Context: an optimization exercise on an open-source flow, tuned for small area, a short achievable clock period and few clock cycles per item. The choices shown serve that exercise and are no tape-out recipe.
In this exercise RTL edits were held to simulation tests only and were not proved equivalent to the original.
Power figures rest on the tool's default switching activity, not on a simulated workload.

File: design/flow/flow/run.sh
#!/bin/bash
# The standard layout, with timing repair aiming further below the clock period.
set -euo pipefail
bash standard.sh SETUP_SLACK_MARGIN=7 finish > standard_flow.log 2>&1
File: design/flow/standard.sh
#!/bin/bash
# synth_recipe.tcl (not shown) runs the flow's synth.tcl, then flattens the netlist and writes it again
# the make line also repeats each setting of config.mk as NAME=value (left out here)
make -C /OpenROAD-flow-scripts/flow DESIGN_CONFIG=/design/flow/config.mk WORK_HOME=/design/flow/orfs CLKGATE_MAP_FILE= SYNTH_SCRIPT=/design/flow/synth_recipe.tcl "${@:-finish}"
File: design/flow/config.mk
export PLATFORM = sky130hd
export DESIGN_NAME = signed_integer_to_radix_digits_unit
export DESIGN_NICKNAME = signed_integer_to_radix_digits_unit
export VERILOG_FILES = /design/flow/design.v
export SDC_FILE = /design/flow/constraint.sdc
export NUM_CORES = 4
export LEC_CHECK = 0
export CAP_MARGIN = 20
export CORE_MARGIN = 2
export CORE_UTILIZATION = 40
export SETUP_SLACK_MARGIN = 5
export SLEW_MARGIN = 20
File: design/flow/constraint.sdc
create_clock -name core_clock -period 11.0 [get_ports {clock}]
set_input_delay 2.2000 -clock core_clock [delete_from_list [all_inputs] [get_ports {clock}]]
set_output_delay 2.2000 -clock core_clock [all_outputs]
set_load 0.01 [all_outputs]
File: design/flow/design.v
`timescale 1ns / 1ps
`default_nettype none
package sitrd_pkg;
   localparam int NUM_W      = 32;
   localparam int SYM_W      = 8;
   localparam int RADIX_W    = 5;
   localparam int DIGIT_W    = 4;
   localparam int SYM_COUNT  = 16;
   localparam int COUNT_W    = 6;
   localparam int MAX_DIGITS = 32;
   localparam int MAX_BASE   = 16;
   localparam int CSR_DATA_W = 64;
   localparam int CSR_ADDR_W = 5;
   localparam logic [1:0] REG_RADIX        = 2'd0;
   localparam logic [1:0] REG_SYMBOLS_LOW  = 2'd1;
   localparam logic [1:0] REG_SYMBOLS_HIGH = 2'd2;
   localparam logic [RADIX_W-1:0]    RADIX_RESET        = 5'd10;
   localparam logic [CSR_DATA_W-1:0] SYMBOLS_LOW_RESET  = 64'h3736_3534_3332_3130;
   localparam logic [CSR_DATA_W-1:0] SYMBOLS_HIGH_RESET = 64'h0000_0000_0000_3938;
   localparam logic [SYM_W-1:0] SYM_PLUS  = 8'h2B;
   localparam logic [SYM_W-1:0] SYM_MINUS = 8'h2D;
   typedef struct packed {
      logic load;
      logic mul;
      logic div;
      logic out_sign;
      logic out_digit;
      logic out_error;
   } dp_cmd_type;
   typedef struct packed {
      logic err;
      logic neg;
      logic mag_zero;
      logic count_zero;
      logic count_full;
      logic last_digit;
   } dp_status_type;
endpackage
`default_nettype wire
`timescale 1ns / 1ps
`timescale 1ns / 1ps
`timescale 1ns / 1ps
`default_nettype none
module signed_integer_to_radix_digits_unit #(
   parameter int MAX_BASE = sitrd_pkg::MAX_BASE
) (
   input  wire logic                                  clock,
   input  wire logic                                  reset,
   input  wire logic                                  req_tvalid,
   output logic                                       req_tready,
   input  wire logic signed [sitrd_pkg::NUM_W-1:0]    req_tdata,
   output logic                                       rsp_tvalid,
   input  wire logic                                  rsp_tready,
   output logic [sitrd_pkg::SYM_W-1:0]                rsp_tdata,
   output logic                                       rsp_tlast,
   output logic                                       rsp_tuser,
   input  wire logic                                  csr_psel,
   input  wire logic                                  csr_penable,
   input  wire logic                                  csr_pwrite,
   input  wire logic [sitrd_pkg::CSR_ADDR_W-1:0]      csr_paddr,
   input  wire logic [sitrd_pkg::CSR_DATA_W-1:0]      csr_pwdata,
   output logic [sitrd_pkg::CSR_DATA_W-1:0]           csr_prdata,
   output logic                                       csr_pready
);
   localparam int QW = 42;    
   logic [4:0]  radix_ff;
   logic [63:0] symbols_low_ff;
   logic [63:0] symbols_high_ff;
   logic        csr_write;
   logic [1:0]  csr_index;
   assign csr_pready = 1'b1;
   assign csr_write  = csr_psel && csr_penable && csr_pwrite;
   assign csr_index  = csr_paddr[4:3];
   always_ff @(posedge clock) begin
      if (reset) begin
         radix_ff        <= sitrd_pkg::RADIX_RESET;
         symbols_low_ff  <= sitrd_pkg::SYMBOLS_LOW_RESET;
         symbols_high_ff <= sitrd_pkg::SYMBOLS_HIGH_RESET;
      end else if (csr_write) begin
         case (csr_index)
            2'd0:    radix_ff        <= csr_pwdata[4:0];
            2'd1:    symbols_low_ff  <= csr_pwdata;
            2'd2:    symbols_high_ff <= csr_pwdata;
            default: ;
         endcase
      end
   end
   always_comb begin
      case (csr_index)
         2'd0:    csr_prdata = {59'd0, radix_ff};
         2'd1:    csr_prdata = symbols_low_ff;
         2'd2:    csr_prdata = symbols_high_ff;
         default: csr_prdata = '0;
      endcase
   end
   logic [7:0] syms [0:15];
   always_comb begin
      for (int k = 0; k < 8; k++) begin
         syms[k]     = symbols_low_ff[k*8 +: 8];
         syms[k + 8] = symbols_high_ff[k*8 +: 8];
      end
   end
   logic [4:0] n;         
   assign n = (radix_ff > 5'd16) ? 5'd16 : radix_ff;
   logic       cfg_pow2;        
   logic [1:0] cfg_wm1;         
   logic [3:0] cfg_k0, cfg_k1;  
   logic       cfg_n0;          
   logic [3:0] cfg_n;           
   always_ff @(posedge clock) begin
      cfg_pow2 <= (n == 5'd2) || (n == 5'd4) || (n == 5'd8) || (n == 5'd16) || (n < 5'd2);
      cfg_wm1  <= (n <= 5'd2) ? 2'd0 : (n <= 5'd4) ? 2'd1 : (n <= 5'd8) ? 2'd2 : 2'd3;
      cfg_k0   <= n[4:1] + {3'd0, n[0]};
      cfg_k1   <= n[4:1];
      cfg_n0   <= n[0];
      cfg_n    <= n[3:0];
   end
   logic       chk_busy;
   logic [3:0] chk_k;
   logic       chk_bad;
   logic       alpha_ok;
   logic [3:0] sym_idx;
   logic [7:0] sym_out;
   logic [15:0] chk_eq;
   logic       chk_hit;
   logic       chk_end;
   assign sym_out = syms[sym_idx];
   always_comb begin
      for (int j = 0; j < 16; j++)
         chk_eq[j] = (syms[j] == sym_out) && (4'(j) > chk_k) && (5'(j) < n);
      chk_hit = (5'(chk_k) < n) &&
                ((sym_out == 8'h00) || (sym_out == sitrd_pkg::SYM_PLUS) ||
                 (sym_out == sitrd_pkg::SYM_MINUS) || (|chk_eq));
      chk_end = (chk_k == 4'd15) || (5'(chk_k) + 5'd1 >= n);
   end
   always_ff @(posedge clock) begin
      if (reset) begin
         chk_busy <= 1'b0;
         chk_k    <= '0;
         chk_bad  <= 1'b0;
         alpha_ok <= 1'b1;
      end else if (csr_write) begin
         chk_busy <= 1'b1;
         chk_k    <= '0;
         chk_bad  <= 1'b0;
      end else if (chk_busy) begin
         chk_k   <= chk_k + 4'd1;
         chk_bad <= chk_bad || chk_hit;
         if (chk_end) begin
            chk_busy <= 1'b0;
            alpha_ok <= !(chk_bad || chk_hit) && (n >= 5'd2);
         end
      end
   end
   localparam int NC = 9;     
   localparam int XW = 32;
   logic [XW-1:0] x_ff;
   logic          neg_c;
   logic          c_busy;
   logic [NC-1:0] top_ff;      
   logic [3:0]    rreg [1:NC-1];
   logic          vreg [1:NC-1];
   logic          zreg [1:NC-1];
   logic [3:0]    rin  [0:NC-1];
   logic          vin  [0:NC-1];
   logic          zin  [0:NC-1];
   logic [3:0]    rout [0:NC-1];
   logic [4:0]    qb   [0:NC-1];
   logic [QW-1:0] q_ff, q1_ff;
   logic [5:0]    qcnt_ff, q1cnt;
   logic          q_full, q1_full, q_neg, q1_neg;
   logic          q_to_q1, q1_to_s, q_free, q1_free, o_free;
   always_comb begin
      for (int c = 0; c < NC; c++) begin
         if (top_ff[c] || c == NC - 1) begin
            rin[c] = '0;
            vin[c] = top_ff[c] && c_busy && !cfg_pow2;
            zin[c] = 1'b0;
         end else begin
            rin[c] = rreg[c+1];
            vin[c] = vreg[c+1];
            zin[c] = zreg[c+1];
         end
      end
   end
   always_comb begin
      for (int c = 0; c < NC; c++) begin
         logic [3:0] rr, kk, dd;
         logic       bb, ge;
         rr = rin[c];
         qb[c] = '0;
         for (int i = 4; i >= 0; i--) if (i < ((c == 0) ? 3 : (c == NC - 1) ? 1 : 4)) begin
            bb = x_ff[((c == 0) ? 0 : 4 * c - 1) + i];
            kk = bb ? cfg_k1 : cfg_k0;
            ge = (rr >= kk);
            dd = rr - kk;
            qb[c][i] = ge;
            rr = ge ? {dd[2:0], bb ^ cfg_n0} : {rr[2:0], bb};
         end
         rout[c] = rr;
      end
   end
   logic [NC-1:0] qnz;
   always_comb begin
      for (int c = 0; c < NC; c++) begin
         logic [8:0] v;
         v = 9'(rin[c]);
         for (int i = 4; i >= 0; i--)
            if (i < ((c == 0) ? 3 : (c == NC - 1) ? 1 : 4)) v = {v[7:0], x_ff[((c == 0) ? 0 : 4 * c - 1) + i]};
         qnz[c] = (v >= 9'(cfg_n));
      end
   end
   logic [XW-1:0] x_shr;
   logic [3:0]    pdigit;
   always_comb begin
      case (cfg_wm1)
         2'd0:    begin x_shr = x_ff >> 1; pdigit = {3'd0, x_ff[0]};   end
         2'd1:    begin x_shr = x_ff >> 2; pdigit = {2'd0, x_ff[1:0]}; end
         2'd2:    begin x_shr = x_ff >> 3; pdigit = {1'd0, x_ff[2:0]}; end
         default: begin x_shr = x_ff >> 4; pdigit = x_ff[3:0];         end
      endcase
   end
   logic dvalid;       
   logic last_digit;
   logic stall;
   logic c_finish;
   always_comb begin
      if (cfg_pow2) begin
         dvalid     = c_busy;
         last_digit = (x_shr == '0);
      end else begin
         dvalid     = vin[0];
         last_digit = !zin[0] && ({rin[0], x_ff[2:0]} < 7'(cfg_n));
      end
   end
   assign stall    = dvalid && !q_free;
   assign c_finish = dvalid && q_free && last_digit;
   assign o_free   = !s_valid || (out_load && s_last);
   assign q1_to_s  = q1_full && o_free && !chk_busy;
   assign q1_free  = !q1_full || q1_to_s;
   assign q_to_q1  = q_full && q1_free;
   assign q_free   = !q_full || q_to_q1;
   assign req_tready = !c_busy || (dvalid && last_digit && !q_full);
   logic [31:0]   mag32;
   logic [XW-1:0] mag_in;
   logic [NC-1:0] top_in;
   always_comb begin
      mag32  = req_tdata[31] ? (32'd0 - req_tdata) : req_tdata;
      mag_in = XW'(mag32);
      top_in = '0;
      for (int c = NC - 1; c >= 0; c--)
         if (top_in == '0 && (c == 0 || |(mag_in >> ((c == 0) ? 0 : 4 * c - 1)))) top_in[c] = 1'b1;
   end
   always_ff @(posedge clock) begin
      if (reset) begin
         c_busy  <= 1'b0;
         q_full  <= 1'b0;
         q1_full <= 1'b0;
      end else begin
         if (req_tvalid && req_tready) c_busy <= 1'b1;
         else if (c_finish)            c_busy <= 1'b0;
         if (c_finish)     q_full <= 1'b1;
         else if (q_to_q1) q_full <= 1'b0;
         if (q_to_q1)      q1_full <= 1'b1;
         else if (q1_to_s) q1_full <= 1'b0;
      end
   end
   always_ff @(posedge clock) begin
      if (req_tvalid && req_tready) begin
         x_ff   <= mag_in;
         top_ff <= top_in;
         neg_c  <= req_tdata[31];
      end else if (c_busy && !stall) begin
         if (cfg_pow2) begin
            x_ff <= x_shr;
         end else begin
            for (int c = 0; c < NC; c++)
               for (int i = 0; i < 5; i++)
                  if (i < ((c == 0) ? 3 : (c == NC - 1) ? 1 : 4) && vin[c]) x_ff[((c == 0) ? 0 : 4 * c - 1) + i] <= qb[c][i];
         end
      end
   end
   always_ff @(posedge clock) begin
      for (int c = 1; c < NC; c++) begin
         if (reset || c_finish || (req_tvalid && req_tready)) begin
            vreg[c] <= 1'b0;
         end else if (!stall) begin
            vreg[c] <= vin[c];
            rreg[c] <= rout[c];
            zreg[c] <= zin[c] || qnz[c];
         end
      end
   end
   always_ff @(posedge clock) begin
      if (dvalid && q_free) begin
         logic [3:0] d;
         d = cfg_pow2 ? pdigit : rout[0];
         case (cfg_wm1)
            2'd0:    q_ff <= {d[0],   q_ff[QW-1:1]};
            2'd1:    q_ff <= {d[1:0], q_ff[QW-1:2]};
            2'd2:    q_ff <= {d[2:0], q_ff[QW-1:3]};
            default: q_ff <= {d[3:0], q_ff[QW-1:4]};
         endcase
         qcnt_ff <= (q_full ? 6'd0 : qcnt_ff) + 6'd1;
      end else if (q_to_q1) begin
         qcnt_ff <= '0;
      end
      if (reset) qcnt_ff <= '0;
      if (c_finish) q_neg <= neg_c;
      if (q_to_q1) begin
         q1_ff  <= q_ff;
         q1cnt  <= qcnt_ff;
         q1_neg <= q_neg;
      end
   end
   logic [QW-1:0] s_ff;
   logic [5:0]    ocnt;
   logic          osign, oerr, s_valid;
   logic [3:0]    o_digit;
   logic [7:0]    s_byte;
   logic          s_last;
   logic          out_load;
   logic          o_valid;
   logic [7:0]    out_data;
   logic          out_last, out_user;
   always_comb begin
      case (cfg_wm1)
         2'd0:    o_digit = {3'b0, s_ff[QW-1]};
         2'd1:    o_digit = {2'b0, s_ff[QW-1:QW-2]};
         2'd2:    o_digit = {1'b0, s_ff[QW-1:QW-3]};
         default: o_digit = s_ff[QW-1:QW-4];
      endcase
   end
   assign sym_idx  = chk_busy ? chk_k : o_digit;
   assign s_byte   = oerr ? 8'h00 : osign ? sitrd_pkg::SYM_MINUS : sym_out;
   assign s_last   = oerr || (!osign && ocnt == 6'd1);
   assign out_load = s_valid && (!o_valid || rsp_tready);
   assign rsp_tvalid = o_valid;
   assign rsp_tdata  = out_data;
   assign rsp_tlast  = out_last;
   assign rsp_tuser  = out_user;
   always_ff @(posedge clock) begin
      if (reset) begin
         o_valid <= 1'b0;
         s_valid <= 1'b0;
      end else begin
         if (out_load)        o_valid <= 1'b1;
         else if (rsp_tready) o_valid <= 1'b0;
         if (q1_to_s)                 s_valid <= 1'b1;
         else if (out_load && s_last) s_valid <= 1'b0;
      end
   end
   always_ff @(posedge clock) begin
      if (out_load) begin
         out_data <= s_byte;
         out_last <= s_last;
         out_user <= oerr;
      end
      if (q1_to_s) begin
         s_ff  <= q1_ff;
         ocnt  <= q1cnt;
         osign <= q1_neg && alpha_ok;
         oerr  <= !alpha_ok;
      end else if (out_load) begin
         if (osign) begin
            osign <= 1'b0;
         end else begin
            case (cfg_wm1)
               2'd0:    s_ff <= {s_ff[QW-2:0], 1'b0};
               2'd1:    s_ff <= {s_ff[QW-3:0], 2'b0};
               2'd2:    s_ff <= {s_ff[QW-4:0], 3'b0};
               default: s_ff <= {s_ff[QW-5:0], 4'b0};
            endcase
            ocnt <= ocnt - 6'd1;
         end
      end
   end
endmodule
`default_nettype wire
==> summary.txt, run 1 <==
status=timing/DRC/antenna clean; sequential-to-total area share from yosys stat=between 30% and 40%; Non-Filler Instances=4591; Multi-input gate area=about 20000 um^2; Worst-path clk slew=approximately 0.060 ns; Synth warnings=18; Inst Count DP=4139; vias in the first global route=~26000; simple logic cell fraction of the synthesized area=between 15 and 20%; maxcap violations=0; CTS tree=built; Initial Util=about two fifths; Starting DRT DRC Count=between 3000 and 4000; syn nets=3503; Avg Cell Area, Syn=9.493 um^2; mux share of post-synthesis cell area=approximately 17%; TritonCTS Sinks=405; CTS max path bufs=3; worst path arrival time=6.59 ns; largest net degree at the start of global routing=87; hold-critical path depth=0; Synth Register Bits=405; Nets=3898; Max VDD drop=0.3332 mV; CP required=11.35 ns; drc violations=0; RSZ-0062 raised after global routing=yes; Area contributors post-synth=edfxtp_1 23%, dfxtp_1 11%, mux2i_1 7.4%; crit end category=flop; Vias=27501; first-pass GRT wire length=about 160000 um; highest clock rate=160.1 MHz; Sequential cell area=10470 um^2; Core Util, Final=between 50% and 60%; Worst-Margin Slew=around 1.0 ns; layout cells sized above 1=between 20% and 30%; Synth Instances=about 3200; Port Buffers=180; Worst Reg2Reg Path Length in Cells=30; startpoint types=flop; Tmin final=6.245 ns; H-Tree Depth=2; routability-driven placement congestion ratio=1.026; area grow syn2layout=31.81%; post-DP HPWL=65910 um; antenna violations before repair=0; Ports=approximately 190; Total GRT Usage=26.86%; Rel. slew slack=about 30%; DRT Pass-1 Iters=7; CTS buffer count=48; Die H=roughly 280 um; FILL cells=6472; Worst Path Max Fanout=4; Antenna Cells=0; final setup violation count=0; post-synthesis compound-gate area fraction=about 16%; worst skew pair latency=0.62 ns; drt total wl=110700 um; top_reg_cell synth=edfxtp_1; power density cells=238.8 nW/um^2; post-route antenna net violation count=0; Synth async-reset ratio=0%; adder-cell share of the synthesized area=9.371%; worst clock skew=0.02567 ns; Final Max Tran Viols=0; # rows=100; leading area contributor after synthesis=edfxtp_1; vias per cell=5.990; largest family of logic cells by synthesized area=multiplexers; worst hold slack=0.4180 ns; Avg WL per Cell=~24 um; Slowest-stage cell, CP=edfxtp_1; setup TNS=0 ns; design area=39880 um^2; Chip Width=approximately 280 um; Cell Area, Placed=33280 um^2; DIE AREA=77850 um^2; critical path class=reg -> reg; CP dominant cell by count=a21o_1; GR Overflow Total=0; worst hold path class=reg -> reg; P_leak=between 15 and 20 nW; root buffer cell=clkbuf_16; CTS Hold Bufs=0; final hold vios=0; xor/xnor share of the synthesized area=4.024%; Post-Syn Area=30250 um^2; number of flops mapped to enable cells by yosys=234; fin crit share=56.77%; Core ar.=~75000 um^2; Synth cell types=95; Max stage delay on crit path=0.49 ns; post-synth top area share=23.23%; commonest non-fill, non-tap cell in the layout=nand2_1; most frequent cells in the layout=416 x nand2_1, 266 x buf_4, 234 x edfxtp_1
-- state kept, by name, indices dropped and copies added (netlist names), 2 cells and up --
name,cells
cfg_k0,4
cfg_k1,2
cfg_n,3
cfg_wm1,2
chk_k,4
ocnt,6
out_data,8
q1_ff,42
q1cnt,6
q_ff,42
qcnt_ff,6
radix_ff,5
rreg,32
s_ff,42
symbols_high_ff,64
symbols_low_ff,64
top_ff,9
vreg,8
x_ff,32
zreg,8
-- final timing paths --
check | startpoint | endpoint | slack [ns]
setup / recovery | x_ff[30]$_DFFE_PP_ | rreg[7][2]$_DFFE_PP_ | 4.76
hold / removal | q_ff[0]$_DFFE_PP_ | q1_ff[0]$_DFFE_PP_ | 0.42
setup reg to reg | x_ff[30]$_DFFE_PP_ | rreg[7][2]$_DFFE_PP_ | 4.76
hold reg to reg | q_ff[0]$_DFFE_PP_ | q1_ff[0]$_DFFE_PP_ | 0.42
-- synth_stat cells (all sizes together), types with 15 or more instances --
master,n
a211oi,29
a21o,52
a21oi,221
a221oi,27
a222oi,15
a22o,68
a22oi,29
and2,17
buf,59
clkbuf,179
dfxtp,171
edfxtp,234
fa,31
ha,177
inv,109
mux2,86
mux2i,223
mux4,80
nand2,436
nand2b,33
nand3,44
nand3b,34
nand4,23
nor2,212
nor2b,73
nor3,39
nor4,17
o21ai,121
o31ai,18
xnor2,80
xor2,59
-- through the flow --
stage                     total power [mW]  setup slack, ns
final                                9.522            4.755
after global routing                 10.05            4.514
after CTS                            8.815            4.833
after detailed placement             6.126            4.002
after global placement               6.071            4.000
after floorplan                      5.332            4.994
-- layer usage --
layer  wire, um  vias up  global-route usage (%)
li1           -    12470                       -
met5          0        -                       0
met2      50110     1321                   42.58
met3       9378      289                   4.945
met4       4955        0                   10.61
met1      46220    13421                   36.27
-- critical path, delay by kind of cell (launching register included) --
kind | cells | cell delay (ns)
AO/OA/AOI/OAI | 10 | 1.73
XOR/XNOR | 3 | 0.53
adder cells (fa/ha/maj) | 8 | 2.07
buffers and inverters | 2 | 0.08
flip-flops | 1 | 0.49
multiplexers | 2 | 0.67
AND/OR/NAND/NOR | 5 | 0.41
-- area by class of cell --
type | count | share of cell area, %
Sequential cell | 405 | 26.25
Clock inverter | 28 | 0.7907
Inverter | 112 | 1.079
Multi-Input combinational cell | 2432 | 50.83
Timing Repair Buffer | 583 | 14.66
Tap cell | 969 | 3.040
Clock buffer | 62 | 3.345
-- kinds of logic (layout without fill, tap and decap cells) --
| group | after synthesis | after routing |
|---|---|---|
| AO/OA/AOI/OAI | 702 | 702 |
| XOR/XNOR | 139 | 139 |
| adder cells (fa/ha/maj) | 208 | 208 |
| buffers and inverters | 350 | 785 |
| flip-flops | 405 | 405 |
| multiplexers | 389 | 389 |
| other | 2 | 2 |
| AND/OR/NAND/NOR | 992 | 992 |
-- report_power, final --
group	switching (mW)	internal, mW
sequential	0.239	1.92
combinational	2.64	3.05
clock	0.682	0.982
-- what timing repair did --
action                     4_1_cts  5_1_grt
setup buffers                  227      106
gates resized for setup        556      213
gates cloned                    19       10
hold endpoints to repair         0        0
pin swaps                      152      144
setup endpoints to repair      474      290
Testbench counts, summed over its fixed seeds: cycles 45,341, items 4,800.
==> inputs of run 2 (changes only) <==
--- a/design/flow/design.v
+++ b/design/flow/design.v
@@ -185,17 +185,20 @@
    end
    always_comb begin
       for (int c = 0; c < NC; c++) begin
-         logic [3:0] rr, kk, dd;
-         logic       bb, ge;
+         logic [3:0] rr, kk;
+         logic [2:0] dm;
+         logic       bb, ge, bw0, bw1;
          rr = rin[c];
          qb[c] = '0;
          for (int i = 4; i >= 0; i--) if (i < ((c == 0) ? 3 : (c == NC - 1) ? 1 : 4)) begin
-            bb = x_ff[((c == 0) ? 0 : 4 * c - 1) + i];
-            kk = bb ? cfg_k1 : cfg_k0;
-            ge = (rr >= kk);
-            dd = rr - kk;
+            bb  = x_ff[((c == 0) ? 0 : 4 * c - 1) + i];
+            kk  = bb ? cfg_k1 : cfg_k0;
+            ge  = (rr[3] & ~kk[3]) | (~(rr[3] ^ kk[3]) & ((rr[2] & ~kk[2]) | (~(rr[2] ^ kk[2]) & ((rr[1] & ~kk[1]) | (~(rr[1] ^ kk[1]) & (rr[0] | ~kk[0]))))));
+            bw0 = ~rr[0] & kk[0];
+            bw1 = (~rr[1] & kk[1]) | (~(rr[1] ^ kk[1]) & bw0);
+            dm  = {rr[2] ^ kk[2] ^ bw1, rr[1] ^ kk[1] ^ bw0, rr[0] ^ kk[0]};
             qb[c][i] = ge;
-            rr = ge ? {dd[2:0], bb ^ cfg_n0} : {rr[2:0], bb};
+            rr = ge ? {dm, bb ^ cfg_n0} : {rr[2:0], bb};
          end
          rout[c] = rr;
       end
==> design/flow/run.sh (new file) <==
#!/bin/bash
# synth_recipe.tcl (not shown) runs the flow's synth.tcl, then flattens the netlist and writes it again
# the make line also repeats each setting of config.mk as NAME=value (left out here)
make -C /OpenROAD-flow-scripts/flow DESIGN_CONFIG=/design/flow/config.mk WORK_HOME=/design/flow/orfs CLKGATE_MAP_FILE= SYNTH_SCRIPT=/design/flow/synth_recipe.tcl finish
--- a/design/flow/config.mk
+++ b/design/flow/config.mk
@@ -8,5 +8,6 @@
 export CAP_MARGIN = 20
 export CORE_MARGIN = 2
 export CORE_UTILIZATION = 40
+export CTS_BUF_LIST = sky130_fd_sc_hd__clkbuf_4 sky130_fd_sc_hd__clkbuf_8
 export SETUP_SLACK_MARGIN = 5
 export SLEW_MARGIN = 20
removed: design/flow/flow/run.sh
removed: design/flow/standard.sh
==> summary.txt, run 2 <==
status=timing/DRC/antenna clean; area grow syn2layout=21.20%; Tmin final=6.013 ns; NetSw=between 3 and 4 mW; TritonCTS Sinks=between 400 and 500; maxcap violations=0; crit end category=flop; Inst Count DP=4177; Top Registers=symbols_high_ff x64, symbols_low_ff x64; simple logic cell fraction of the synthesized area=between 10% and 20%; most numerous cell in the Yosys netlist=nand2_1; xor/xnor share of the synthesized area=under 10%; startpoint types=flop; Vias=27036; leading area contributor after synthesis=edfxtp_1; drc violations=0; sequential-to-total area share from yosys stat=roughly a third; Avg Cell Area, Syn=9.256 um^2; Avg WL per Cell=between 20 and 25 um; Max VDD drop=0.1631 mV; switch share=38.46%; Port Buffers=180; Non-Filler Instances=4498; post-route antenna net violation count=0; critical path class=reg -> reg; highest clock rate=166.3 MHz; Core Util, Final=48.92%; Slowest-stage cell, CP=fa_2; Synth Register Bits=405; Synth Instances=3241; top_reg_cell synth=edfxtp_1; vias per cell=6.011; Synth cell types=92; # rows=100; first-pass GRT wire length=~160000 um; largest net degree at the start of global routing=85; fin crit share=between 50 and 60%; final hold vios=0; setup TNS=0 ns; Chip Width=277.9 um; worst clock skew=0.03096 ns; Initial Util=between 40% and 50%; DIE AREA=about 77000 um^2; antenna violations before repair=3; RSZ-0062 raised after global routing=yes; commonest non-fill, non-tap cell in the layout=nand2_1; layout cells sized above 1=about a fifth; routability-driven placement congestion ratio=1.013; syn nets=3527; Starting DRT DRC Count=2996; Synth warnings=18; FILL cells=just under 7000; CTS Hold Bufs=0; largest family of logic cells by synthesized area=simple AND/OR/NAND/NOR gates; mux share of post-synthesis cell area=roughly 15%; Ports=roughly 190; sequential share of power=26.4%; adder-cell share of the synthesized area=8.200%; worst hold path class=reg -> reg; CTS buffer count=between 70 and 80; clock power share=19.5%; post-synth top area share=23.42%; H-Tree Depth=3; Die H=277.9 um; post-synthesis compound-gate area fraction=around 16%; worst path arrival time=between 6 and 7 ns; most frequent cells in the layout=398 x nand2_1, 277 x nor2_1, 234 x edfxtp_1; Worst-Margin Slew=approximately 1.1 ns; Rel. slew slack=between 20% and 30%; vias in the first global route=25575; Gate power share=around 54%; Area contributors post-synth=edfxtp_1 23%, dfxtp_1 11%, mux2i_1 6.3%; GR Overflow Total=0; Pint=4.893 mW; DRT Pass-1 Iters=8; Final Max Tran Viols=0; CTS tree=built; final setup violation count=0; synth cell count leaders=404 x nand2_1, 279 x nor2_1, 247 x a21oi_1, 234 x edfxtp_1, 191 x clkbuf_1; CP required=11.37 ns; power density cells=~220 nW/um^2; Post-Syn Area=30000 um^2; Nets=3753; post-DP HPWL=68740 um; root buffer cell=clkbuf_8; Synth async-reset ratio=0%; Worst Path Max Fanout=8; worst skew pair latency=0.68 ns; Total GRT Usage=26.51%; Worst-path clk slew=approximately 0.060 ns; CP dominant cell by count=fa_2; CTS max path bufs=3; number of flops mapped to enable cells by yosys=234; Core ar.=74320 um^2; P_leak=approximately 14 nW; Max stage delay on crit path=0.37 ns; drt total wl=105900 um
[run 2: changes by cell type after synthesis, moves of 12 or more]
cell	delta
a21o_1	-24
a21oi_1	+26
a22oi_1	-14
clkbuf_1	+13
ha_1	-30
inv_1	-20
mux2i_1	-35
nand2_1	-32
nand3b_1	+15
nor2_1	+69
nor2b_1	+20
xor2_1	+12
[run 2: final timing paths]
path	from	end	slack, ns	cells after the start
worst max-delay path	cfg_n[1]$_DFF_P_	x_ff[19]$_DFFE_PP_	4.99	33
worst max register to register	cfg_n[1]$_DFF_P_	x_ff[19]$_DFFE_PP_	4.99	33
worst min-delay path	q_ff[0]$_DFFE_PP_	q1_ff[0]$_DFFE_PP_	0.42	0
worst min register to register	q_ff[0]$_DFFE_PP_	q1_ff[0]$_DFFE_PP_	0.42	0
[run 2: critical path, delay by kind of cell, from the launching register on]
kind	cells	cell delay, ns
adders and majority gates	8	2.16
buffers and inverters	5	0.37
DFF	1	0.36
xor gates and xnor gates	3	0.49
and+or+nand+nor	7	0.68
AOI/OAI and AO/OA	9	1.50
muxes	1	0.14
[run 2: logic make-up after synthesis]
family,count (synthesis)
other,1
flip-flops,405
multiplexers,344
AND/OR/NAND/NOR,1079
buffers and inverters,351
adder cells (fa/ha/maj),178
AO/OA/AOI/OAI,730
XOR/XNOR,153
[run 2: repair_timing]
action,CTS,global route
pin swaps,27,60
endpoints found under the setup margin,140,84
resized for setup,64,102
endpoints found under the hold margin,0,0
buffers inserted,119,52
gates cloned,6,2
[run 2: cell type report]
cell class | count | area (um^2) | share of cell area (%)
timing repair buffer | 407 | 3916 | 10.77
sequential | 405 | 10470 | 28.78
inverter | 90 | 344.1 | 0.9464
clock buffer | 113 | 1361 | 3.744
clock inverter | 27 | 203.9 | 0.5609
antenna | 2 | 5.005 | 0.01377
multi-input combinational | 2485 | 18850 | 51.85
tap | 969 | 1212 | 3.335
[run 2: power by group through the flow]
stage | Clock (mW) | Combinational [mW] | Sequential [mW]
after CTS | 1.58 | 3.94 | 2.10
after floorplan | 0 | 2.89 | 1.97
after detailed placement | 0 | 3.45 | 2.14
final | 1.55 | 4.30 | 2.10
after global placement | 0 | 3.39 | 2.14
after global routing | 1.65 | 4.68 | 2.12
[run 2: per-layer routing]
layer | track usage [%] | share of wire [%]
met3 | 5.222 | 8.4
met4 | 9.730 | 3.5
met5 | 0 | 0.048
met1 | 37.43 | 44
met2 | 40.11 | 44
[run 2: stage by stage]
step	area, um^2	worst slack (ns)	power [mW]	hold slack [ns]
final	36360	4.987	7.951	0.4237
after global routing	36360	4.663	8.446	0.4353
after CTS	35520	4.889	7.613	0.4305
after detailed placement	32620	4.079	5.592	0.4168
after global placement	32620	4.085	5.528	0.4052
after floorplan	30240	5.000	4.865	0.4003
Testbench counts of run 2, summed over its fixed seeds: cycles 45,341, items 4,800.
==> inputs of run 3 (changes only) <==
--- a/design/flow/design.v
+++ b/design/flow/design.v
@@ -166,10 +166,10 @@
    logic          zin  [0:NC-1];
    logic [3:0]    rout [0:NC-1];
    logic [4:0]    qb   [0:NC-1];
-   logic [QW-1:0] q_ff, q1_ff;
-   logic [5:0]    qcnt_ff, q1cnt;
-   logic          q_full, q1_full, q_neg, q1_neg;
-   logic          q_to_q1, q1_to_s, q_free, q1_free, o_free;
+   logic [QW-1:0] q_ff, q1_ff, q2_ff;
+   logic [5:0]    qcnt_ff, q1cnt, q2cnt;
+   logic          q_full, q1_full, q2_full, q_neg, q1_neg, q2_neg;
+   logic          q_to_q1, q1_to_q2, q2_to_s, q_free, q1_free, q2_free, o_free;
    always_comb begin
       for (int c = 0; c < NC; c++) begin
          if (top_ff[c] || c == NC - 1) begin
@@ -239,8 +239,10 @@
    assign stall    = dvalid && !q_free;
    assign c_finish = dvalid && q_free && last_digit;
    assign o_free   = !s_valid || (out_load && s_last);
-   assign q1_to_s  = q1_full && o_free && !chk_busy;
-   assign q1_free  = !q1_full || q1_to_s;
+   assign q2_to_s  = q2_full && o_free && !chk_busy;
+   assign q2_free  = !q2_full || q2_to_s;
+   assign q1_to_q2 = q1_full && q2_free;
+   assign q1_free  = !q1_full || q1_to_q2;
    assign q_to_q1  = q_full && q1_free;
    assign q_free   = !q_full || q_to_q1;
    assign req_tready = !c_busy || (dvalid && last_digit && !q_full);
@@ -259,13 +261,16 @@
          c_busy  <= 1'b0;
          q_full  <= 1'b0;
          q1_full <= 1'b0;
+         q2_full <= 1'b0;
       end else begin
          if (req_tvalid && req_tready) c_busy <= 1'b1;
          else if (c_finish)            c_busy <= 1'b0;
          if (c_finish)     q_full <= 1'b1;
          else if (q_to_q1) q_full <= 1'b0;
-         if (q_to_q1)      q1_full <= 1'b1;
-         else if (q1_to_s) q1_full <= 1'b0;
+         if (q_to_q1)       q1_full <= 1'b1;
+         else if (q1_to_q2) q1_full <= 1'b0;
+         if (q1_to_q2)      q2_full <= 1'b1;
+         else if (q2_to_s)  q2_full <= 1'b0;
       end
    end
    always_ff @(posedge clock) begin
@@ -315,6 +320,11 @@
          q1cnt  <= qcnt_ff;
          q1_neg <= q_neg;
       end
+      if (q1_to_q2) begin
+         q2_ff  <= q1_ff;
+         q2cnt  <= q1cnt;
+         q2_neg <= q1_neg;
+      end
    end
    logic [QW-1:0] s_ff;
    logic [5:0]    ocnt;
@@ -349,7 +359,7 @@
       end else begin
          if (out_load)        o_valid <= 1'b1;
          else if (rsp_tready) o_valid <= 1'b0;
-         if (q1_to_s)                 s_valid <= 1'b1;
+         if (q2_to_s)                 s_valid <= 1'b1;
          else if (out_load && s_last) s_valid <= 1'b0;
       end
    end
@@ -359,10 +369,10 @@
          out_last <= s_last;
          out_user <= oerr;
       end
-      if (q1_to_s) begin
-         s_ff  <= q1_ff;
-         ocnt  <= q1cnt;
-         osign <= q1_neg && alpha_ok;
+      if (q2_to_s) begin
+         s_ff  <= q2_ff;
+         ocnt  <= q2cnt;
+         osign <= q2_neg && alpha_ok;
          oerr  <= !alpha_ok;
       end else if (out_load) begin
          if (osign) begin
==> summary.txt, run 3 <==
status=timing/DRC/antenna clean; DRT Pass-1 Iters=7; Total GRT Usage=27.45%; CTS tree=built; worst skew pair latency=0.70 ns; fin crit share=a little over half; Area contributors post-synth=edfxtp_1 27%, dfxtp_1 11%, mux2i_1 6.1%; largest net degree at the start of global routing=83; P_leak=14.68 nW; TritonCTS Sinks=455; worst clock skew=0.04847 ns; Gate power share=between 50% and 60%; Top Registers=symbols_high_ff x64, symbols_low_ff x64; maxcap violations=0; drc violations=0; NetSw=3.110 mW; vias in the first global route=26655; worst r2r src=cfg_k0[0]$_DFF_P_; Die H=285.5 um; crit end category=primary output; H-Tree Depth=3; Nets=3775; antenna violations before repair=3; critical path class=in -> out; root buffer cell=clkbuf_8; commonest non-fill, non-tap cell in the layout=nand2_1; RSZ-0062 raised after global routing=yes; Worst-path clk slew=approximately 0.06 ns; highest clock rate=168.4 MHz; Max VDD drop=0.1797 mV; startpoint types=primary input; Worst-Margin Slew=1.161 ns; CTS Hold Bufs=0; GR Overflow Total=0; most numerous cell in the Yosys netlist=nand2_1; Port Buffers=180; leading area contributor after synthesis=edfxtp_1; CTS max path bufs=3; Ports=between 150 and 200; clock power share=20.6%; post-route antenna net violation count=0; FF-to-FF setup slack=5.08 ns; CP required=roughly 8.8 ns; syn nets=around 3600; Synth Register Bits=455; largest family of logic cells by synthesized area=compound AO/OA/AOI/OAI gates; Avg WL per Cell=around 25 um; hold-critical path depth=0; setup TNS=0 ns; mux share of post-synthesis cell area=about 15%; synth cell count leaders=389 x nand2_1, 283 x edfxtp_1, 257 x nor2_1, 233 x a21oi_1, 197 x clkbuf_1; power density cells=about 220 nW/um^2; final setup violation count=0; most frequent cells in the layout=383 x nand2_1, 283 x edfxtp_1, 256 x nor2_1; post-synth top area share=between 20 and 30%; Inst Count DP=4326; Hold Crit Start=q1cnt[5]$_DFFE_PP_; top_reg_cell synth=edfxtp_1; DIE AREA=81490 um^2; Final Max Tran Viols=0; worst hold path class=reg -> reg; Worst Path Max Fanout=10; routability-driven placement congestion ratio=1.033; Synth async-reset ratio=0%; first-pass GRT wire length=171600 um; final hold vios=0; adder-cell share of the synthesized area=7.762%; # rows=103; Pint=5.288 mW; Tmin final=roughly 5.9 ns; Synth Instances=3291; switch share=37.03%; xor/xnor share of the synthesized area=2.791%; Synth warnings=18; Rel. slew slack=~22%; Non-Filler Instances=4606; post-synthesis compound-gate area fraction=17.43%; vias per cell=6.138; sequential share of power=roughly 28%; Core ar.=78740 um^2; post-DP HPWL=76010 um; Initial Util=40.25%; Synth cell types=between 90 and 100; sequential-to-total area share from yosys stat=a little under two fifths; number of flops mapped to enable cells by yosys=283; simple logic cell fraction of the synthesized area=approximately 15%; reg2reg end=rreg[6][2]$_DFFE_PP_; Post-Syn Area=31690 um^2; layout cells sized above 1=18.22%; drt total wl=115400 um; Worst Reg2Reg Path Length in Cells=28; Starting DRT DRC Count=3137; area grow syn2layout=20.35%; Avg Cell Area, Syn=9.629 um^2; worst path arrival time=roughly 3.7 ns; Vias=between 20000 and 30000; CTS buffer count=between 80 and 90; Chip Width=around 290 um; Hold EP=q2cnt[5]$_DFFE_PP_
## run 3: cell count changes after synthesis, moves of 10 or more
cell,before,now
edfxtp_1,234,283
a21oi_1,247,233
nand2_1,404,389
a222oi_1,4,21
xnor2_1,82,41
xor2_1,71,60
a22oi_1,15,28
inv_1,87,103
nand3b_1,49,32
o22ai_1,18,28
a211o_1,8,30
nor2_1,279,257
o2111ai_1,7,19
o21ai_0,126,136
## run 3: layer usage
metal	up-vias	track usage, %	share of wire, %
met4	2	11.57	4.3
met3	309	5.327	8.4
met5	-	0	0.012
li1	12634	-	-
met2	1414	42.53	45
met1	13913	37.53	42
## run 3: worst max path at each step
stage / end / startpoint / slack [ns]
floorplan: rreg[4][2]$_DFFE_PP_ / x_ff[18]$_DFFE_PP_ / 5.00
global route: x_ff[11]$_DFFE_PP_ / cfg_n[1]$_DFF_P_ / 4.82
CTS: req_tready / cfg_wm1[1]$_SDFF_PP0_ / 4.90
finish: csr_prdata[1] / csr_paddr[4] / 5.06
detailed placement: rreg[1][2]$_DFFE_PP_ / cfg_k1[2]$_DFF_P_ / 3.83
global placement: rreg[1][2]$_DFFE_PP_ / cfg_k1[2]$_DFF_P_ / 3.98
## run 3: power by group through the flow
stage	Combinational [mW]	Clock, mW	Sequential [mW]
floorplan	2.87	0	2.18
global placement	3.39	0	2.35
detailed placement	3.43	0	2.36
CTS	3.87	1.77	2.30
global route	4.73	1.84	2.33
finish	4.35	1.73	2.31
## run 3: metrics by stage
stage                     cell area (um^2)  hold WS (ns)  util [%]  setup WS (ns)  power, mW
after floorplan                      31940        0.4003         -          5.003      5.049
after global placement               34570        0.4002     43.90          3.980      5.742
after detailed placement             34570        0.4045     43.90          3.829      5.790
after CTS                            37370        0.4081     47.46          4.903      7.942
after global routing                 38140        0.4202     48.43          4.821      8.897
final                                38140        0.4059     48.44          5.062      8.397
## run 3: what timing repair did
item / in CTS / in global routing
pin swaps: 24 / 39
endpoints found under the setup margin: 186 / 64
gates cloned: 8 / 3
gates resized for setup: 58 / 94
setup buffers: 75 / 42
## run 3: cell families after synthesis
| group | Yosys count |
|---|---|
| AND/OR/NAND/NOR | 1028 |
| AO/OA/AOI/OAI | 802 |
| flip-flops | 455 |
| buffers and inverters | 370 |
| multiplexers | 356 |
| adder cells (fa/ha/maj) | 178 |
| XOR/XNOR | 101 |
| other | 1 |
## run 3: critical path, stage by stage
cell and delay [ns]:
buf_2 0.20, nor2b_4 0.27, buf_4 0.16, nand2_1 0.05, o21ai_0 0.21, clkdlybuf4s50_1 0.64
## run 3: final cells by class
| type | count | area, um^2 |
|---|---|---|
| fill | 7338 | 40600 |
| clock buffer | 114 | 1450 |
| tap | 1050 | 1314 |
| multi-input combinational | 2467 | 18980 |
| sequential | 455 | 11960 |
| antenna | 4 | 10.01 |
| inverter | 107 | 410.4 |
| timing repair buffer | 376 | 3697 |
| clock inverter | 33 | 315.3 |
Testbench counts of run 3, summed over its fixed seeds: cycles 43,710, items 4,800.
==> inputs of run 4 (changes only) <==
--- a/design/flow/config.mk
+++ b/design/flow/config.mk
@@ -5,6 +5,7 @@
 export SDC_FILE = /design/flow/constraint.sdc
 export NUM_CORES = 4
 export LEC_CHECK = 0
+export ABC_AREA = 1
 export CAP_MARGIN = 20
 export CORE_MARGIN = 2
 export CORE_UTILIZATION = 40
==> summary.txt, run 4 <==
worst skew pair latency=0.71 ns; Slowest-stage cell, CP=fa_2; maxcap violations=0; Port Buffers=180; highest clock rate=163.3 MHz; Total GRT Usage=between 20% and 30%; CTS tree=built; commonest non-fill, non-tap cell in the layout=nand2_1; # rows=102; Non-Filler Instances=~5400; Synth Register Bits=455; root buffer cell=clkbuf_8; CP dominant cell by count=inv_2; Worst-path clk slew=0.06 ns; Nets=4613; CP required=11.38 ns; drc violations=0; post-route antenna net violation count=0; final hold vios=0; Avg Cell Area, Syn=between 7 and 8 um^2; Die H=282.7 um; TritonCTS Sinks=455; FF-to-FF setup slack=4.88 ns; final setup violation count=0; Pwr Total=9.633 mW; worst hold path class=reg -> reg; number of flops mapped to enable cells by yosys=283; Core Util, Final=48.46%; DIE AREA=approximately 80000 um^2; Vias=30079; Starting DRT DRC Count=2862; Synth Instances=4125; status=timing/DRC/antenna clean; fin crit share=55.67%; H-Tree Depth=3; startpoint types=flop; Max VDD drop=0.1908 mV; routability-driven placement congestion ratio=approximately 0.97; top_reg_cell synth=edfxtp_1; sequential-to-total area share from yosys stat=38.45%; critical path class=reg -> reg; design area=around 37000 um^2; Synth cell types=60; worst path arrival time=6.50 ns; post-DP HPWL=about 70000 um; Worst-Margin Slew=1.080 ns; power density cells=approximately 260 nW/um^2; RSZ-0062 raised after global routing=yes; Cell Area, Placed=33530 um^2; largest net degree at the start of global routing=108; leading area contributor after synthesis=edfxtp_1; Initial Util=40.23%; met1 WL=44290 um; crit end category=flop; vias per cell=around 5.5; GR Overflow Total=0; CTS buffer count=82; DRT Pass-1 Iters=6; syn nets=4411; dpl ws=3.764 ns; CTS max path bufs=3; Worst Path Max Fanout=4; antenna violations before repair=3; Area contributors post-synth=edfxtp_1 27%, nand2_1 12%, dfxtp_1 11%; first-pass GRT wire length=165000 um; Synth warnings=18; Ports=185; vias in the first global route=28242; drt total wl=roughly 110000 um; Rel. slew slack=between 20% and 30%; Post-Syn Area=a little over 30000 um^2; most numerous cell in the Yosys netlist=nand2_1; Synth async-reset ratio=0%; P_leak=16.03 nW; Tmin final=6.124 ns; worst clock skew=around 0.06 ns; Setup WS post-layout=around 5 ns; layout cells sized above 1=14.08%; area grow syn2layout=20.47%; most frequent cells in the layout=973 x nand2_1, 423 x inv_1, 410 x o21ai_0; Max stage delay on crit path=~0.40 ns; Chip Width=282.7 um; uppermost routed layer=met4; Final Max Tran Viols=0; met3 WL=8354 um; setup TNS=0 ns; Inst Count DP=a little over 5000; Top Registers=symbols_high_ff x64, symbols_low_ff x64; post-synth top area share=27.36%; met2 WL=50970 um; Core ar.=77210 um^2; synth cell count leaders=995 x nand2_1, 450 x o21ai_0, 444 x inv_1, 345 x nor2_1, 283 x edfxtp_1; worst hold slack=0.4098 ns; Avg WL per Cell=20.10 um
-- run 4: cell types whose count changed in the layout (fill, tap and decap cells not counted), sizes merged, moves of 37 or more --
| cell | change |
|---|---|
| nand2 | +631 |
| inv | +355 |
| o21ai | +318 |
| mux2i | -172 |
| nand3 | +117 |
| nor2 | +99 |
| mux2 | -90 |
| nor2b | -89 |
| a22o | -74 |
| mux4 | -72 |
| o22ai | +67 |
| clkdlybuf4s50 | -60 |
| o211ai | +42 |
| nand4 | +37 |
-- run 4: logic make-up (layout without fill, tap and decap cells) --
kind of cell             after synthesis  after routing  synth area share [%]
multiplexers                          22             22                0.7130
other                                  1              4               0.01207
AO/OA/AOI/OAI                        981            981                 18.06
flip-flops                           455            455                 38.45
AND/OR/NAND/NOR                     1679           1679                 22.80
adder cells (fa/ha/maj)              178            178                 7.919
XOR/XNOR                             107            107                 3.017
buffers and inverters                702            972                 9.035
-- run 4: worst paths after layout --
check	startpoint	end	cells after the start
worst max-delay path	cfg_k0[0]$_DFF_P_	x_ff[19]$_DFFE_PP_	36
worst min-delay path	q1_ff[4]$_DFFE_PP_	q2_ff[4]$_DFFE_PP_	0
worst max register to register	cfg_k0[0]$_DFF_P_	x_ff[19]$_DFFE_PP_	36
worst min register to register	q1_ff[4]$_DFFE_PP_	q2_ff[4]$_DFFE_PP_	0
-- run 4: power breakdown --
group          total, mW  switching (mW)  internal [mW]
Clock               1.65           0.776          0.872
Combinational       5.53            3.08           2.45
Sequential          2.46           0.246           2.21
Total               9.63            4.10           5.53
-- run 4: per-layer routing --
metal	global-route usage (%)	vias to the layer above
li1	-	14347
met1	33.95	14130
met2	44.22	1334
met3	3.692	268
met4	13.12	0
met5	0	-
-- run 4: final cells by class --
cell class	instances	area, um^2
tap	1040	1301
fill	7590	39790
multi-input combinational	2968	17260
sequential	455	11960
clock inverter	35	246.5
clock buffer	117	1423
inverter	469	1815
timing repair buffer	351	3410
antenna	3	7.507
-- run 4: what timing repair did --
item	CTS	global route
gates resized for setup	291	164
pin swaps	48	82
buffers inserted	81	40
setup endpoints to repair	104	107
hold buffers	0	0
cloned	3	8
-- run 4: worst max-delay path: cells and delay by family, from the launching register on --
family                     cells  cell delay (ns)
adders and majority gates      8             2.24
AOI/OAI and AO/OA             11             1.70
buffers and inverters         10             0.80
xor gates and xnor gates       3             0.46
DFF                            1             0.35
and+or+nand+nor                4             0.27
==> inputs of run 5 (changes only) <==
--- a/design/flow/design.v
+++ b/design/flow/design.v
@@ -63,6 +63,7 @@
    output logic                                       csr_pready
 );
    localparam int QW = 42;    
+   localparam int CH = 4;     
    logic [4:0]  radix_ff;
    logic [63:0] symbols_low_ff;
    logic [63:0] symbols_high_ff;
@@ -107,6 +108,7 @@
    logic [3:0] cfg_k0, cfg_k1;  
    logic       cfg_n0;          
    logic [3:0] cfg_n;           
+   logic [4:0] cfg_negn;        
    always_ff @(posedge clock) begin
       cfg_pow2 <= (n == 5'd2) || (n == 5'd4) || (n == 5'd8) || (n == 5'd16) || (n < 5'd2);
       cfg_wm1  <= (n <= 5'd2) ? 2'd0 : (n <= 5'd4) ? 2'd1 : (n <= 5'd8) ? 2'd2 : 2'd3;
@@ -114,6 +116,7 @@
       cfg_k1   <= n[4:1];
       cfg_n0   <= n[0];
       cfg_n    <= n[3:0];
+      cfg_negn <= 5'd0 - n;
    end
    logic       chk_busy;
    logic [3:0] chk_k;
@@ -152,8 +155,8 @@
          end
       end
    end
-   localparam int NC = 9;     
-   localparam int XW = 32;
+   localparam int NC = (32 + CH - 1) / CH;    
+   localparam int XW = NC * CH;               
    logic [XW-1:0] x_ff;
    logic          neg_c;
    logic          c_busy;
@@ -165,7 +168,7 @@
    logic          vin  [0:NC-1];
    logic          zin  [0:NC-1];
    logic [3:0]    rout [0:NC-1];
-   logic [4:0]    qb   [0:NC-1];
+   logic [CH-1:0] qb   [0:NC-1];
    logic [QW-1:0] q_ff, q1_ff, q2_ff;
    logic [5:0]    qcnt_ff, q1cnt, q2cnt;
    logic          q_full, q1_full, q2_full, q_neg, q1_neg, q2_neg;
@@ -189,9 +192,8 @@
          logic [2:0] dm;
          logic       bb, ge, bw0, bw1;
          rr = rin[c];
-         qb[c] = '0;
-         for (int i = 4; i >= 0; i--) if (i < ((c == 0) ? 3 : (c == NC - 1) ? 1 : 4)) begin
-            bb  = x_ff[((c == 0) ? 0 : 4 * c - 1) + i];
+         for (int i = CH - 1; i >= 0; i--) begin
+            bb  = x_ff[c * CH + i];
             kk  = bb ? cfg_k1 : cfg_k0;
             ge  = (rr[3] & ~kk[3]) | (~(rr[3] ^ kk[3]) & ((rr[2] & ~kk[2]) | (~(rr[2] ^ kk[2]) & ((rr[1] & ~kk[1]) | (~(rr[1] ^ kk[1]) & (rr[0] | ~kk[0]))))));
             bw0 = ~rr[0] & kk[0];
@@ -203,16 +205,6 @@
          rout[c] = rr;
       end
    end
-   logic [NC-1:0] qnz;
-   always_comb begin
-      for (int c = 0; c < NC; c++) begin
-         logic [8:0] v;
-         v = 9'(rin[c]);
-         for (int i = 4; i >= 0; i--)
-            if (i < ((c == 0) ? 3 : (c == NC - 1) ? 1 : 4)) v = {v[7:0], x_ff[((c == 0) ? 0 : 4 * c - 1) + i]};
-         qnz[c] = (v >= 9'(cfg_n));
-      end
-   end
    logic [XW-1:0] x_shr;
    logic [3:0]    pdigit;
    always_comb begin
@@ -233,7 +225,7 @@
          last_digit = (x_shr == '0);
       end else begin
          dvalid     = vin[0];
-         last_digit = !zin[0] && ({rin[0], x_ff[2:0]} < 7'(cfg_n));
+         last_digit = !zin[0] && ({rin[0], x_ff[CH-1:0]} < (CH+4)'(cfg_n));
       end
    end
    assign stall    = dvalid && !q_free;
@@ -245,7 +237,7 @@
    assign q1_free  = !q1_full || q1_to_q2;
    assign q_to_q1  = q_full && q1_free;
    assign q_free   = !q_full || q_to_q1;
-   assign req_tready = !c_busy || (dvalid && last_digit && !q_full);
+   assign req_tready = !c_busy || c_finish;
    logic [31:0]   mag32;
    logic [XW-1:0] mag_in;
    logic [NC-1:0] top_in;
@@ -254,7 +246,7 @@
       mag_in = XW'(mag32);
       top_in = '0;
       for (int c = NC - 1; c >= 0; c--)
-         if (top_in == '0 && (c == 0 || |(mag_in >> ((c == 0) ? 0 : 4 * c - 1)))) top_in[c] = 1'b1;
+         if (top_in == '0 && (c == 0 || |mag_in[c * CH +: CH])) top_in[c] = 1'b1;
    end
    always_ff @(posedge clock) begin
       if (reset) begin
@@ -283,8 +275,7 @@
             x_ff <= x_shr;
          end else begin
             for (int c = 0; c < NC; c++)
-               for (int i = 0; i < 5; i++)
-                  if (i < ((c == 0) ? 3 : (c == NC - 1) ? 1 : 4) && vin[c]) x_ff[((c == 0) ? 0 : 4 * c - 1) + i] <= qb[c][i];
+               if (vin[c]) x_ff[c * CH +: CH] <= qb[c];
          end
       end
    end
@@ -295,7 +286,7 @@
          end else if (!stall) begin
             vreg[c] <= vin[c];
             rreg[c] <= rout[c];
-            zreg[c] <= zin[c] || qnz[c];
+            zreg[c] <= zin[c] || (|qb[c]);
          end
       end
    end
--- a/design/flow/config.mk
+++ b/design/flow/config.mk
@@ -5,7 +5,6 @@
 export SDC_FILE = /design/flow/constraint.sdc
 export NUM_CORES = 4
 export LEC_CHECK = 0
-export ABC_AREA = 1
 export CAP_MARGIN = 20
 export CORE_MARGIN = 2
 export CORE_UTILIZATION = 40
==> summary.txt, run 5 <==
status=timing/DRC/antenna clean; Avg WL per Cell=~23 um; TritonCTS Sinks=approximately 450; GR Overflow Total=0; synth cell count leaders=397 x nand2_1, 277 x edfxtp_1, 274 x nor2_1, 225 x a21oi_1, 197 x clkbuf_1; Port Buffers=180; final setup violation count=0; Max VDD drop=0.2093 mV; Final Max Tran Viols=0; vias in the first global route=~25000; CP required=11.51 ns; Chip Width=approximately 280 um; Buf+Inv Stages, Crit Path=2; Inst Count DP=between 4000 and 5000; crit path launch=x_ff[3]$_DFFE_PP_; first-pass GRT wire length=152700 um; Non-Filler Instances=4373; clock power share=between 20% and 30%; top_reg_cell synth=edfxtp_1; Synth warnings=10; Rel. slew slack=20.84%; Largest delay share family, worst path=adder cells; root buffer cell=clkbuf_8; switch share=35.93%; CTS tree=built; NetSw=between 2 and 3 mW; final hold vios=0; Area contributors post-synth=edfxtp_1 27%, dfxtp_1 11%, mux2i_1 5.9%; Synth Instances=3129; Synth Register Bits=448; Ports=185; most numerous cell in the Yosys netlist=nand2_1; Worst-Margin Slew=around 1.2 ns; P_leak=~14 nW; Worst Reg2Reg Path Length in Cells=34; number of flops mapped to enable cells by yosys=between 200 and 300; Setup WS post-layout=a little under 5 ns; Synth cell types=between 90 and 100; Worst Path Max Fanout=5; post-route antenna net violation count=0; Max stage delay on crit path=0.43 ns; Starting DRT DRC Count=2600; worst clock skew=0.04055 ns; Gate power share=50.2%; startpoint types=flop; CP dominant cell by count=fa_2; critical path class=reg -> reg; CTS max path bufs=3; RSZ-0062 raised after global routing=yes; Post-Syn Area=30410 um^2; fin crit share=54.99%; sequential share of power=between 20% and 30%; vias per cell=between 5 and 6; Tmin final=6.049 ns; post-synth top area share=between 20% and 30%; post-DP HPWL=65260 um; layout cells sized above 1=19.64%; Pint=5.036 mW; worst r2r src=x_ff[3]$_DFFE_PP_; FF-to-FF setup slack=4.95 ns; # rows=101; Top Registers=symbols_high_ff x64, symbols_low_ff x64; Avg Cell Area, Syn=9.718 um^2; area grow syn2layout=20.59%; dpl ws=2.941 ns; highest clock rate=about 170 MHz; Core ar.=between 70000 and 80000 um^2; setup TNS=0 ns; reg2reg end=q_ff[41]$_DFFE_PP_; Total GRT Usage=25.17%; largest net degree at the start of global routing=83; power density cells=~210 nW/um^2; Die H=279.7 um; routability-driven placement congestion ratio=1.075; commonest non-fill, non-tap cell in the layout=nand2_1; H-Tree Depth=3; DRT Pass-1 Iters=6; CTS buffer count=83; maxcap violations=0; Synth async-reset ratio=0%; worst skew pair latency=0.70 ns; Vias=26128; worst hold path class=reg -> reg; Initial Util=40.24%; leading area contributor after synthesis=edfxtp_1; most frequent cells in the layout=393 x nand2_1, 277 x edfxtp_1, 271 x nor2_1; Worst-path clk slew=0.06 ns; drc violations=0; Nets=3586; antenna violations before repair=4; crit path to=q_ff[41]$_DFFE_PP_; syn nets=3386; crit end category=flop; cell depth of the worst setup path=34; FILL cells=6966; drt total wl=101500 um; DIE AREA=78240 um^2; worst path arrival time=6.56 ns; Slowest-stage cell, CP=edfxtp_1; sequential-to-total area share from yosys stat=38.61%
-- run 5: changes by cell type after synthesis, moves of 32 or more --
cell,before,now
nand2_1,995,397
inv_1,444,74
o21ai_0,450,108
mux2i_1,21,178
nand3_1,162,50
mux2_2,1,103
nor2b_1,0,77
o22ai_1,96,21
mux4_2,0,73
nor2_1,345,274
a22o_1,2,66
o211ai_1,58,12
nand4_1,61,29
-- run 5: worst min path at each step --
stage	start	endpoint	slack (ns)	cells past startpoint
3_3_place_gp	q1_ff[3]$_DFFE_PP_	q2_ff[3]$_DFFE_PP_	0.40	0
4_1_cts	q1_ff[11]$_DFFE_PP_	q2_ff[11]$_DFFE_PP_	0.41	0
3_5_place_dp	q1_ff[12]$_DFFE_PP_	q2_ff[12]$_DFFE_PP_	0.40	0
2_1_floorplan	q_ff[0]$_DFFE_PP_	q1_ff[0]$_DFFE_PP_	0.40	0
5_1_grt	q1_ff[11]$_DFFE_PP_	q2_ff[11]$_DFFE_PP_	0.41	0
6_report	q1_ff[19]$_DFFE_PP_	q2_ff[19]$_DFFE_PP_	0.41	0
-- run 5: cell type report --
class	count	area (um^2)	area share [%]
tap	978	1224	3.337
inverter	78	292.8	0.7985
clock buffer	123	1499	4.088
multi-input combinational	2342	17910	48.84
antenna	4	10.01	0.02730
timing repair buffer	376	3754	10.24
clock inverter	24	225.2	0.6142
sequential	448	11760	32.06
-- run 5: cells by family after synthesis --
family / after synthesis / share of synthesized area [%]
compound gates: 706 / 15.69
xor+xnor: 128 / 3.687
fa+ha+maj: 149 / 6.897
buf+inv: 339 / 4.683
flops: 448 / 38.61
mux: 355 / 15.13
other cells: 1 / 0.01233
simple gates: 1003 / 15.28
-- run 5: metal layers --
layer  global-route usage [%]  vias up  wire length (um)
met1                    34.44    12730             43280
met5                        0        -                 0
met2                    38.70     1211             45290
li1                         -    11890                 -
met4                    10.05        0              4522
met3                    5.496      297              8383
-- run 5: power by group through the flow --
| stage | clock network (mW) | logic, mW | registers (mW) |
|---|---|---|---|
| CTS | 1.72 | 3.52 | 2.22 |
| floorplan | 0 | 2.54 | 2.11 |
| global placement | 0 | 2.91 | 2.27 |
| finish | 1.69 | 3.95 | 2.23 |
| global route | 1.80 | 4.31 | 2.24 |
| detailed placement | 0 | 2.97 | 2.27 |
-- run 5: stage by stage --
step	util [%]	hold slack [ns]	area, um^2	power (mW)
floorplan	-	0.4003	30630	4.648
global placement	43.56	0.4010	32920	5.180
detailed placement	43.56	0.4045	32920	5.239
CTS	47.63	0.4140	36000	7.464
global route	48.52	0.4138	36670	8.356
finish	48.52	0.4118	36670	7.861
-- run 5: what timing repair did --
item | 4_1_cts | 5_1_grt
gates resized for setup | 91 | 82
setup endpoints to repair | 147 | 104
pin swaps | 28 | 22
hold buffers | 0 | 0
cloned | 9 | 2
buffers inserted | 99 | 38
Testbench counts of run 5, summed over its fixed seeds: cycles 43,021, items 4,800.
==> inputs of run 6 (changes only) <==
--- a/design/flow/config.mk
+++ b/design/flow/config.mk
@@ -5,6 +5,7 @@
 export SDC_FILE = /design/flow/constraint.sdc
 export NUM_CORES = 4
 export LEC_CHECK = 0
+export ABC_AREA = 1
 export CAP_MARGIN = 20
 export CORE_MARGIN = 2
 export CORE_UTILIZATION = 40
==> summary.txt, run 6 <==
status=timing/DRC/antenna clean; RSZ-0062 raised after global routing=yes; worst skew pair latency=between 0.7 and 0.8 ns; CTS tree=built; drc violations=0; worst path arrival time=3.81 ns; Largest delay share family, worst path=buffers and inverters; worst clock skew=0.06909 ns; final setup violation count=0; Buf+Inv Stages, Crit Path=6; Worst-Margin Slew=approximately 1.0 ns; antenna violations before repair=3; CTS max path bufs=3; CTS Hold Bufs=0; most frequent cells in the layout=1030 x nand2_1, 383 x inv_1, 353 x o21ai_0; final hold vios=0; hold-critical path depth=0; Slowest-stage cell, CP=dlygate4sd2_1; drt total wl=102600 um; Die H=~280 um; largest net degree at the start of global routing=91; Hold Crit Start=q1_ff[39]$_DFFE_PP_; Synth cell types=56; Post-Syn Area=30040 um^2; critical path class=in -> out; CP dominant cell by count=buf_6; FF-to-FF setup slack=4.99 ns; setup TNS=0 ns; highest clock rate=between 150 and 200 MHz; crit end category=primary output; Rel. slew slack=around 30%; synth cell count leaders=1049 x nand2_1, 406 x inv_1, 381 x o21ai_0, 318 x nor2_1, 277 x edfxtp_1; Chip Width=278.1 um; Synth Instances=around 4000; Pwr Total=9.149 mW; Nets=4473; Multi-input gate area=16620 um^2; uppermost routed layer=met5; sequential-to-total area share from yosys stat=around two fifths; Ports=185; Max VDD drop=0.1824 mV; Worst Path Max Fanout=7; area grow syn2layout=20.65%; met2 WL=45360 um; worst hold path class=reg -> reg; # rows=100; CP required=8.80 ns; GR Overflow Total=0; startpoint types=primary input; TritonCTS Sinks=448; met1 WL=44230 um; power density cells=between 200 and 300 nW/um^2; Worst Reg2Reg Path Length in Cells=32; worst r2r src=cfg_k0[0]$_DFF_P_; first-pass GRT wire length=157200 um; Vias=29374; Synth Register Bits=448; layout cells sized above 1=13.83%; CP Cell Sequence=dlygate4sd2_1, nor2_2, buf_6, clkinvlp_4, clkbuf_16, buf_6, o22ai_4, buf_2; CTS buffer count=just over 80; maxcap violations=0; vias per cell=5.592; Synth warnings=10; most numerous cell in the Yosys netlist=nand2_1; Port Buffers=180; Final Max Tran Viols=0; fin crit share=54.65%; root buffer cell=clkbuf_8; DRT Pass-1 Iters=8; top_reg_cell synth=edfxtp_1; Synth async-reset ratio=0%; DIE AREA=77320 um^2; Max stage delay on crit path=0.26 ns; post-route antenna net violation count=0; Core ar.=74450 um^2; Initial Util=40.36%; Hold EP=q2_ff[39]$_DFFE_PP_; Sequential cell area=11750 um^2; leading area contributor after synthesis=edfxtp_1; H-Tree Depth=3; Total GRT Usage=25.62%; syn nets=~4300; Avg WL per Cell=19.54 um; FILL cells=7287; Top Registers=symbols_high_ff x64, symbols_low_ff x64; P_leak=15.58 nW; reg2reg end=x_ff[20]$_DFFE_PP_; Worst-path clk slew=approximately 0.06 ns; post-DP HPWL=65890 um; post-synth top area share=between 20 and 30%; Starting DRT DRC Count=3164; Tmin final=6.011 ns; crit path launch=csr_paddr[4]; routability-driven placement congestion ratio=0.9184; met3 WL=8752 um; commonest non-fill, non-tap cell in the layout=nand2_1; Avg Cell Area, Syn=roughly 7.5 um^2; number of flops mapped to enable cells by yosys=between 200 and 300; Area contributors post-synth=edfxtp_1 28%, nand2_1 13%, dfxtp_1 11%; vias in the first global route=about 27000
[run 6: where the power goes]
group,switching [mW],internal (mW),total [mW]
sequential,0.229,2.13,2.36
combinational,2.83,2.24,5.07
clock,0.761,0.961,1.72
total,3.82,5.33,9.15
[run 6: per-layer routing]
| metal | vias up | global-route usage [%] |
|---|---|---|
| li1 | 13984 | - |
| met1 | 13818 | 34.64 |
| met2 | 1317 | 40.25 |
| met3 | 251 | 4.726 |
| met4 | 4 | 10.76 |
| met5 | - | 0 |
[run 6: final cells by class]
class	count	share of cell area, %
multi-input cells	2913	45.86
flip-flops and latches	448	32.42
repair buffers	348	9.027
inverters	421	4.453
clock buffers	126	4.215
well taps	969	3.345
clock inverters	23	0.6144
repair inverters	2	0.04142
diodes	3	0.02071
[run 6: kinds of logic (layout without fill, tap and decap cells)]
group           count (synthesis)  in the layout  synth area share, %
simple gates                 1738           1739                24.01
xor+xnor                      114            114                3.323
mux                            23             23               0.7663
other cells                     1              4              0.01248
fa+ha+maj                     149            149                6.980
compound gates                887            887                17.02
buf+inv                       662            920                8.804
flops                         448            448                39.08
[run 6: worst max-delay path by stage]
stage	slack, ns	cells past startpoint	end
floorplan	4.75	14	req_tready
global placement	2.58	17	req_tready
detailed placement	2.53	17	req_tready
CTS	4.75	17	req_tready
global route	4.69	32	x_ff[20]$_DFFE_PP_
finish	4.99	8	csr_prdata[7]
[run 6: what timing repair did]
item / 4_1_cts / 5_1_grt
setup endpoints to repair: 186 / 123
gates resized for setup: 230 / 191
pin swaps: 31 / 103
gates cloned: 7 / 3
endpoints found under the hold margin: 0 / 0
setup buffers: 57 / 62
[run 6: through the flow]
step / util (%) / cells / hold slack, ns / cell area, um^2 / setup WS [ns]
after floorplan: - / 4022 / 0.4003 / 30070 / 4.752
after global placement: 43.49 / 4972 / 0.4003 / 32380 / 2.576
after detailed placement: 43.49 / 4972 / 0.4045 / 32380 / 2.525
after CTS: 47.42 / 5185 / 0.4134 / 35310 / 4.751
after global routing: 48.68 / 5251 / 0.4178 / 36240 / 4.685
final: 48.69 / 5253 / 0.4121 / 36250 / 4.989

-- re-timing with driven ports --
The results above use ideal ports. As a check the final layouts listed here were re-extracted and re-timed, cells and wires unchanged.
Step 1: set_driving_cell puts a clkbuf_16 on clock and a buf_2 on each other input, an assumption about the parent block.
Step 2 moves the port delays by t, midway between the first and last clock arrival at a register: inputs arrive t later, outputs are due t later. That takes back most of the time a late clock gives input paths.
Three values: ideal, step 1, step 2; two values: the first two.
| run | t (ns) | setup WS [ns] | worst hold slack (ns) | latest minus earliest clock arrival (ns) |
|---|---|---|---|---|
| run 1 | 0.670 | 4.755 / 4.755 / 4.755 | 0.418 / 0.418 / 0.418 | 0.036 / 0.035 |
| run 2 | 0.724 | 4.987 / 4.987 / 4.509 | 0.424 / 0.424 / 0.424 | 0.031 / 0.031 |
| run 3 | 0.735 | 5.062 / 5.001 / 4.455 | 0.406 / 0.406 / 0.406 | 0.049 / 0.048 |
| run 4 | 0.746 | 4.876 / 4.876 / 4.876 | 0.410 / 0.410 / 0.410 | 0.066 / 0.066 |
| run 5 | 0.738 | 4.951 / 4.949 / 4.567 | 0.412 / 0.412 / 0.412 | 0.041 / 0.041 |
| run 6 | 0.748 | 4.989 / 4.971 / 4.882 | 0.412 / 0.412 / 0.412 | 0.070 / 0.069 |
After both steps every run listed still meets setup and hold. For run 3, which loses most, drivers alone change the setup slack by -0.061 ns; drivers and shift together by -0.607 ns.
